Context: an optimization exercise on an open-source flow, tuned for small area. The choices shown serve that exercise and are no tape-out recipe. Only simulation tests tie the RTL to the original design; equivalence was not proved.

## before
==> module eventFramer, before the edit <==
module eventFramer
(
    input  logic clkTMR,
    input  logic reset,
    input  l1Pkg::l1EventT l1Event,
    input  logic creditReturn,
    output l1Pkg::frameWordT frameOut,
    output logic frameValid,
    output logic overflow
);
    localparam int ptrW = $clog2(l1Pkg::queueDepth);
    l1Pkg::bunchIdT bunchMem [l1Pkg::queueDepth];
    l1Pkg::hitWordT hitMem [l1Pkg::queueDepth];
    logic [ptrW:0] wrCount;
    logic [ptrW:0] rdCount;
    logic [ptrW:0] wrNext;
    logic [ptrW:0] rdNext;
    logic eventValid;
    logic queueFull;
    logic queueEmpty;
    logic fullNext;
    logic push;
    logic pop;
    assign queueEmpty = (wrCount == rdCount);
    assign queueFull = (wrCount[ptrW-1:0] == rdCount[ptrW-1:0]) & (wrCount[ptrW] ^ rdCount[ptrW]);
    assign push = eventValid & ~queueFull;
    assign wrNext = wrCount + (ptrW+1)'(push);
    assign rdNext = rdCount + (ptrW+1)'(pop);
    assign fullNext = (wrNext[ptrW-1:0] == rdNext[ptrW-1:0]) & (wrNext[ptrW] ^ rdNext[ptrW]);
    always_ff @(posedge clkTMR)
    begin
        if (l1Event.valid & ~fullNext)
        begin
            bunchMem[wrNext[ptrW-1:0]] <= l1Event.bunchId;
            hitMem[wrNext[ptrW-1:0]] <= l1Event.hit;
        end
    end
    always_ff @(posedge clkTMR)
    begin
        if (reset)
        begin
            eventValid <= 1'b0;
            wrCount <= '0;
            rdCount <= '0;
            overflow <= 1'b0;
        end
        else
        begin
            eventValid <= l1Event.valid;
            wrCount <= wrNext;
            rdCount <= rdNext;
            if (eventValid && queueFull)
            begin
                overflow <= 1'b1;
            end
        end
    end
    logic dataPhase;
    logic [2:0] credit;
    logic [ptrW-1:0] rdPtr;
    assign rdPtr = rdCount[ptrW-1:0];
    assign frameValid = ~queueEmpty && (credit != '0);
    logic [l1Pkg::queueDepth-1:0] rdSel;
    l1Pkg::bunchIdT headBunch;
    l1Pkg::hitWordT headHit;
    always_ff @(posedge clkTMR)
    begin
        if (reset)
        begin
            rdSel <= l1Pkg::queueDepth'(1);
        end
        else if (pop)
        begin
            rdSel <= {rdSel[l1Pkg::queueDepth-2:0], rdSel[l1Pkg::queueDepth-1]};
        end
    end
    always_comb
    begin
        headBunch = '0;
        headHit = '0;
        for (int i = 0; i < l1Pkg::queueDepth; i++)
        begin
            headBunch = headBunch | (bunchMem[i] & {9{rdSel[i]}});
            headHit = headHit | (hitMem[i] & {14{rdSel[i]}});
        end
    end
    assign frameOut = dataPhase ? {2'b01, headHit}
                                : {2'b10, rdCount, headBunch};
    assign pop = frameValid & dataPhase;
    always_ff @(posedge clkTMR)
    begin
        if (reset)
        begin
            dataPhase <= 1'b0;
            credit <= 3'(l1Pkg::creditMax);
        end
        else
        begin
            if (frameValid)
            begin
                dataPhase <= ~dataPhase;
            end
            case ({creditReturn, frameValid})
                2'b10: credit <= credit + 3'd1;
                2'b01: credit <= credit - 3'd1;
                default: credit <= credit;
            endcase
        end
    end
endmodule
export LEC_CHECK = 0
export CAP_MARGIN = 20
export CORE_MARGIN = 2
export CORE_UTILIZATION = 70
export CTS_BUF_LIST = sky130_fd_sc_hd__clkbuf_8
export CTS_CLUSTER_DIAMETER = 60
export CTS_CLUSTER_SIZE = 18
export SLEW_MARGIN = 20
export SYNTH_MEMORY_MAX_BITS = 16384
create_clock -name core_clock -period 10.0 [get_ports {clkTMR}]
standard.sh (not shown) runs the stock make flow with config.mk's settings and CLKGATE_MAP_FILE= SYNTH_SCRIPT=/design/flow/synth_recipe.tcl, a recipe that flattens the netlist after the stock synthesis.
==> flow/flow/run.sh <==
#!/bin/bash
set -o pipefail
export CTS_ARGS="-sink_clustering_enable -repair_clock_nets -dont_use_dummy_load -buf_list sky130_fd_sc_hd__clkbuf_8 -sink_clustering_size 18 -sink_clustering_max_diameter 60"
export BUFFER_PORTS_ARGS="-buffer_cell sky130_fd_sc_hd__buf_1"
bash standard.sh finish > standard_flow.log 2>&1
Looking at the reports, before completed the entire flow and the layout it produced met the timing, DRC and antenna checks.
Relative to before, the following input files were edited for after:
-- flow/design.v --
<<< before, line 216
    assign rdPtr = rdCount[ptrW-1:0];
    assign frameValid = ~queueEmpty && (credit != '0);
    logic [l1Pkg::queueDepth-1:0] rdSel;
    l1Pkg::bunchIdT headBunch;
    l1Pkg::hitWordT headHit;
    always_ff @(posedge clkTMR)
    begin
        if (reset)
        begin
            rdSel <= l1Pkg::queueDepth'(1);
        end
        else if (pop)
        begin
            rdSel <= {rdSel[l1Pkg::queueDepth-2:0], rdSel[l1Pkg::queueDepth-1]};
        end
    end
    always_comb
    begin
        headBunch = '0;
        headHit = '0;
        for (int i = 0; i < l1Pkg::queueDepth; i++)
        begin
            headBunch = headBunch | (bunchMem[i] & {9{rdSel[i]}});
            headHit = headHit | (hitMem[i] & {14{rdSel[i]}});
        end
    end
    assign frameOut = dataPhase ? {2'b01, headHit}
                                : {2'b10, rdCount, headBunch};
    assign pop = frameValid & dataPhase;
    always_ff @(posedge clkTMR)
>>> after, line 216
    assign rdPtr = rdCount[ptrW-1:0];
    assign frameValid = ~queueEmpty && (credit != '0);
    assign frameOut = dataPhase ? {2'b01, hitMem[rdPtr]}
                                : {2'b10, rdCount, bunchMem[rdPtr]};
    assign pop = frameValid & dataPhase;
    always_ff @(posedge clkTMR)
Findings:
- The instance count after placement with tap cells included number comes out lower for after vs before.
- [compare] base=before new=after: horizontal extent of the die ~0 delta, flip-flop and latch count -16, worst setup slack -220 ps, fmax -3.9%.

-- re-timing with driven ports --
Ports are ideal in the flow. The routed layouts listed here were re-timed in OpenROAD.
Step 1 assumes that a clkbuf_16 drives the clock port and a buf_2 every other input.
Step 2 moves the port delays by t, midway between the first and last clock arrival at a register: inputs arrive t later, outputs are due t later. That takes back most of the time a late clock gives input paths.
a / b / c = ideal ports / drivers / drivers and shift; a / b = the first two.
run	shift t [ns]	slack for setup (ns)	hold WS [ns]
before	0.822	4.538 / 4.476 / 5.071	0.291 / 0.291 / 0.291
after	0.824	4.317 / 4.254 / 4.910	0.274 / 0.274 / 0.274
After both steps every run listed still meets setup and hold.
